This is an optimization exercise on Yosys and OpenROAD, whose aim is small area, not a production implementation.
In this exercise RTL edits were held to simulation tests only and were not proved equivalent to the original.
Power and IR drop assume default switching activity.

## the baseline
==> flow/design.v <==
package regfile_pkg;
  localparam int unsigned XLEN_DEF  = 32;
  localparam int unsigned NREGS_DEF = 32;
  localparam int unsigned AW_DEF    = $clog2(NREGS_DEF);
  localparam int unsigned ZERO_REG = 0;
  typedef logic [AW_DEF-1:0]   reg_addr_t;
  typedef logic [XLEN_DEF-1:0] reg_data_t;
endpackage
module regfile_scoreboard
#(
  parameter int unsigned NREGS = regfile_pkg::NREGS_DEF,
  parameter int unsigned AW    = $clog2(NREGS)
) (
  input  logic [NREGS-1:0] idec,       
  input  logic [NREGS-1:0] wdec,       
  input  logic [NREGS-1:0] busy_q,
  output logic [NREGS-1:0] busy_d,
  output logic [AW:0]      busy_cnt
);
  logic [AW-1:0] cnt;
  assign busy_d = idec | (busy_q & ~wdec);
  regfile_popcnt #(.L(AW)) u_cnt (.x(busy_q[NREGS-1:1]), .y(cnt));
  assign busy_cnt = {1'b0, cnt};
endmodule
module regfile_popcnt
#(
  parameter int unsigned L = 5
) (
  input  logic [2**L-2:0] x,
  output logic [L-1:0]    y
);
  localparam int unsigned H = 2**(L-1) - 1;
  if (L == 2) begin : g_leaf
    regfile_fa u_fa (.a(x[0]), .b(x[1]), .c(x[2]), .s(y[0]), .co(y[1]));
  end else begin : g_node
    logic [L-2:0] lo, hi;
    logic [L-1:0] c;
    regfile_popcnt #(.L(L-1)) u_lo (.x(x[H-1:0]),   .y(lo));
    regfile_popcnt #(.L(L-1)) u_hi (.x(x[2*H-1:H]), .y(hi));
    assign c[0] = x[2*H];
    for (genvar i = 0; i < L-1; i++) begin : g_add
      regfile_fa u_fa (.a(lo[i]), .b(hi[i]), .c(c[i]), .s(y[i]), .co(c[i+1]));
    end
    assign y[L-1] = c[L-1];
  end
endmodule
module regfile_fa (
  input  logic a, b, c,
  output logic s, co
);
  assign s  = a ^ b ^ c;
  assign co = (a && b) || (a && c) || (b && c);
endmodule
module regfile_multiport
#(
  parameter int unsigned     XLEN      = regfile_pkg::XLEN_DEF,
  parameter int unsigned     NREGS     = regfile_pkg::NREGS_DEF,
  parameter int unsigned     NRD       = 2,
  parameter int unsigned     BYPASS    = 1,
  parameter logic [XLEN-1:0] RESET_VAL = '0,
  parameter int unsigned     AW        = $clog2(NREGS)
) (
  input  logic                clk,
  input  logic                rst,
  input  logic [NRD*AW-1:0]   rd_addr,
  output logic [NRD*XLEN-1:0] rd_data,
  output logic [NRD-1:0]      rd_busy,
  input  logic                wr_en,
  input  logic [AW-1:0]       wr_addr,
  input  logic [XLEN-1:0]     wr_data,
  input  logic                iss_en,
  input  logic [AW-1:0]       iss_addr,
  output logic [AW:0]         busy_cnt
);
  logic [XLEN-1:0]  regs_q [NREGS];
  logic [NREGS-1:1] valid_q;
  logic [NREGS-1:0] busy_q, busy_d;
  logic [NREGS-1:0] wdec, idec;
  logic             phase_q;
  logic [XLEN-1:0]  wdp;
  logic [XLEN-1:0]  regs_d [NREGS];
  always_comb begin
    for (int i = 0; i < NREGS; i++) begin
      wdec[i] = (i != regfile_pkg::ZERO_REG) && wr_en  && (wr_addr  == AW'(i));
      idec[i] = (i != regfile_pkg::ZERO_REG) && iss_en && (iss_addr == AW'(i));
    end
  end
  assign wdp = wr_data ^ {XLEN{phase_q}};
  for (genvar i = 1; i < NREGS; i++) begin : g_ent
    logic wen, wen_n;
    assign wen   = wdec[i];
    assign wen_n = !wdec[i];
    for (genvar b = 0; b < XLEN; b++) begin : g_bit
      regfile_oai22 u_nxt (
        .a0 (regs_q[i][b]), .a1 (wen),
        .b0 (wdp[b]),       .b1 (wen_n),
        .y  (regs_d[i][b])
      );
    end
  end
  always_ff @(posedge clk) begin
    for (int i = 1; i < NREGS; i++) begin
      regs_q[i] <= regs_d[i];
    end
  end
  always_ff @(posedge clk or posedge rst) begin
    if (rst) begin
      valid_q <= '0;
      busy_q  <= '0;
      phase_q <= 1'b0;
    end else begin
      phase_q <= !phase_q;
      valid_q <= valid_q | wdec[NREGS-1:1];
      busy_q  <= busy_d;
    end
  end
  regfile_scoreboard #(
    .NREGS (NREGS),
    .AW    (AW)
  ) u_scoreboard (
    .idec     (idec),
    .wdec     (wdec),
    .busy_q   (busy_q),
    .busy_d   (busy_d),
    .busy_cnt (busy_cnt)
  );
  for (genvar k = 0; k < NRD; k++) begin : g_rd
    logic [AW-1:0] addr;
    logic          is_zero;
    logic          byp;
    logic [31:0]   dsel;    
    logic          hit;     
    logic          flip;    
    logic [XLEN-1:0] y;
    assign addr    = rd_addr[k*AW +: AW];
    assign is_zero = (addr == AW'(regfile_pkg::ZERO_REG));
    assign byp     = (BYPASS != 0) && wr_en && (wr_addr == addr);
    always_comb begin
      for (int i = 1; i < NREGS; i++) begin
        dsel[i-1] = (addr == AW'(i)) && valid_q[i] && !byp;
      end
      dsel[31] = !is_zero && byp;
    end
    assign hit  = |dsel;
    assign flip = hit && phase_q;
    for (genvar b = 0; b < XLEN; b++) begin : g_bit
      logic [31:0] col;
      for (genvar i = 1; i < NREGS; i++) begin : g_col
        assign col[i-1] = regs_q[i][b];
      end
      assign col[31] = wdp[b];
      regfile_aomux32 u_mux (.sel(dsel), .d(col), .y(y[b]));
      regfile_xor2 u_fix (.a(y[b]), .b(flip), .y(rd_data[k*XLEN + b]));
    end
    assign rd_busy[k] = busy_q[addr] && !byp;
  end
endmodule
module regfile_aomux32 (
  input  logic [31:0] sel,
  input  logic [31:0] d,
  output logic        y
);
  logic [9:0] t;
  logic [2:0] u;
  logic       p;
  for (genvar g = 0; g < 10; g++) begin : g_aoi
    regfile_aoi222 u_aoi (
      .a0 (sel[3*g]),   .b0 (d[3*g]),
      .a1 (sel[3*g+1]), .b1 (d[3*g+1]),
      .a2 (sel[3*g+2]), .b2 (d[3*g+2]),
      .y  (t[g])
    );
  end
  regfile_ao22 u_ao (.a0(sel[30]), .b0(d[30]), .a1(sel[31]), .b1(d[31]), .y(p));
  regfile_nand4 u_n0 (.a(t[0]), .b(t[1]), .c(t[2]), .d(t[3]), .y(u[0]));
  regfile_nand4 u_n1 (.a(t[4]), .b(t[5]), .c(t[6]), .d(t[7]), .y(u[1]));
  regfile_nand2 u_n2 (.a(t[8]), .b(t[9]),                     .y(u[2]));
  regfile_or4   u_o  (.a(u[0]), .b(u[1]), .c(u[2]), .d(p),    .y(y));
endmodule
module regfile_oai22 (
  input  logic a0, a1, b0, b1,
  output logic y
);
  assign y = !((a0 || a1) && (b0 || b1));
endmodule
module regfile_xor2 (
  input  logic a, b,
  output logic y
);
  assign y = a ^ b;
endmodule
module regfile_aoi222 (
  input  logic a0, b0, a1, b1, a2, b2,
  output logic y
);
  assign y = !((a0 && b0) || (a1 && b1) || (a2 && b2));
endmodule
module regfile_ao22 (
  input  logic a0, b0, a1, b1,
  output logic y
);
  assign y = (a0 && b0) || (a1 && b1);
endmodule
module regfile_nand4 (
  input  logic a, b, c, d,
  output logic y
);
  assign y = !(a && b && c && d);
endmodule
module regfile_nand2 (
  input  logic a, b,
  output logic y
);
  assign y = !(a && b);
endmodule
module regfile_or4 (
  input  logic a, b, c, d,
  output logic y
);
  assign y = a || b || c || d;
endmodule
clock: 6.0 ns
lec_check: 0
cap_margin: 20
core_margin: 2
core_utilization: 30
setup_slack_margin: 0.4
slew_margin: 20
synth_hierarchical: 1
run.sh (not shown) runs the stock make flow with config.mk's settings and CLKGATE_MAP_FILE= SYNTH_SCRIPT=/design/flow/synth_recipe.tcl, a recipe that flattens the netlist after the stock synthesis.
Here is what was changed in the inputs of the candidate compared with the baseline.
--- a/flow/design.v
+++ b/flow/design.v
@@ -74,44 +74,28 @@
 );
   logic [XLEN-1:0]  regs_q [NREGS];
   logic [NREGS-1:1] valid_q;
   logic [NREGS-1:0] busy_q, busy_d;
   logic [NREGS-1:0] wdec, idec;
-  logic             phase_q;
-  logic [XLEN-1:0]  wdp;
-  logic [XLEN-1:0]  regs_d [NREGS];
   always_comb begin
     for (int i = 0; i < NREGS; i++) begin
       wdec[i] = (i != regfile_pkg::ZERO_REG) && wr_en  && (wr_addr  == AW'(i));
       idec[i] = (i != regfile_pkg::ZERO_REG) && iss_en && (iss_addr == AW'(i));
     end
   end
-  assign wdp = wr_data ^ {XLEN{phase_q}};
-  for (genvar i = 1; i < NREGS; i++) begin : g_ent
-    logic wen, wen_n;
-    assign wen   = wdec[i];
-    assign wen_n = !wdec[i];
-    for (genvar b = 0; b < XLEN; b++) begin : g_bit
-      regfile_oai22 u_nxt (
-        .a0 (regs_q[i][b]), .a1 (wen),
-        .b0 (wdp[b]),       .b1 (wen_n),
-        .y  (regs_d[i][b])
-      );
-    end
-  end
   always_ff @(posedge clk) begin
     for (int i = 1; i < NREGS; i++) begin
-      regs_q[i] <= regs_d[i];
+      if (wdec[i]) begin
+        regs_q[i] <= wr_data;
+      end
     end
   end
   always_ff @(posedge clk or posedge rst) begin
     if (rst) begin
       valid_q <= '0;
       busy_q  <= '0;
-      phase_q <= 1'b0;
     end else begin
-      phase_q <= !phase_q;
       valid_q <= valid_q | wdec[NREGS-1:1];
       busy_q  <= busy_d;
     end
   end
   regfile_scoreboard #(
@@ -127,32 +111,26 @@
   for (genvar k = 0; k < NRD; k++) begin : g_rd
     logic [AW-1:0] addr;
     logic          is_zero;
     logic          byp;
     logic [31:0]   dsel;    
-    logic          hit;     
-    logic          flip;    
-    logic [XLEN-1:0] y;
     assign addr    = rd_addr[k*AW +: AW];
     assign is_zero = (addr == AW'(regfile_pkg::ZERO_REG));
     assign byp     = (BYPASS != 0) && wr_en && (wr_addr == addr);
     always_comb begin
       for (int i = 1; i < NREGS; i++) begin
         dsel[i-1] = (addr == AW'(i)) && valid_q[i] && !byp;
       end
       dsel[31] = !is_zero && byp;
     end
-    assign hit  = |dsel;
-    assign flip = hit && phase_q;
     for (genvar b = 0; b < XLEN; b++) begin : g_bit
       logic [31:0] col;
       for (genvar i = 1; i < NREGS; i++) begin : g_col
         assign col[i-1] = regs_q[i][b];
       end
-      assign col[31] = wdp[b];
-      regfile_aomux32 u_mux (.sel(dsel), .d(col), .y(y[b]));
-      regfile_xor2 u_fix (.a(y[b]), .b(flip), .y(rd_data[k*XLEN + b]));
+      assign col[31] = wr_data[b];
+      regfile_aomux32 u_mux (.sel(dsel), .d(col), .y(rd_data[k*XLEN + b]));
     end
     assign rd_busy[k] = busy_q[addr] && !byp;
   end
 endmodule
 module regfile_aomux32 (
@@ -174,22 +152,10 @@
   regfile_ao22 u_ao (.a0(sel[30]), .b0(d[30]), .a1(sel[31]), .b1(d[31]), .y(p));
   regfile_nand4 u_n0 (.a(t[0]), .b(t[1]), .c(t[2]), .d(t[3]), .y(u[0]));
   regfile_nand4 u_n1 (.a(t[4]), .b(t[5]), .c(t[6]), .d(t[7]), .y(u[1]));
   regfile_nand2 u_n2 (.a(t[8]), .b(t[9]),                     .y(u[2]));
   regfile_or4   u_o  (.a(u[0]), .b(u[1]), .c(u[2]), .d(p),    .y(y));
-endmodule
-module regfile_oai22 (
-  input  logic a0, a1, b0, b1,
-  output logic y
-);
-  assign y = !((a0 || a1) && (b0 || b1));
-endmodule
-module regfile_xor2 (
-  input  logic a, b,
-  output logic y
-);
-  assign y = a ^ b;
 endmodule
 module regfile_aoi222 (
   input  logic a0, b0, a1, b1, a2, b2,
   output logic y
 );
Notes after the runs:
The baseline → the candidate: number of standard cells in the final layout excluding fillers moved down; utilization after layout moved down; maximum clock frequency moved up. Between the baseline and the candidate, the flow reports width of the chip increasing by a few percent. Relative to the baseline, the count of clock-buffer cells in the layout of the candidate is lower by 26. The run showing the greater worst setup margin is the candidate. Going from the baseline to the candidate, worst hold slack after final layout grows by 0.013 ns. In the candidate the power in the clock group turned out about 12% lower than in the baseline. The baseline and the candidate ended up with nearly the same post-synthesis async set-or-reset flop share. The candidate gives less total power than the baseline did. Per-cell routed wire length on the candidate is up relative to the baseline.

separate check: timing with driven ports:
No port has a modelled driver above. Below, the same layouts with a new extraction and two added sets of constraints. Step 1 sets driving cells, clkbuf_16 on the clock port and buf_2 on the other inputs (assumed; they add their load-dependent delay and slew). Step 2 times the ports against the registers' clock, not the clock port: input delays grow and output delays shrink by t, the midpoint of the rising clock arrivals with the driver on. a / b / c = ideal ports / drivers / drivers and shift; a / b = the first two.
run	t (ns)	slack for setup (ns)	latest minus earliest clock arrival (ns)	pins driven straight from the clock port
the baseline	0.781	0.193 / 0.155 / 0.155	0.047 / 0.046	1
the candidate	0.785	0.296 / 0.222 / 0.286	0.055 / 0.055	1
After both steps setup and hold are still met in every run listed. The setup slack of the baseline, which loses most, moves by -0.038 ns with the drivers and by -0.038 ns with both steps.
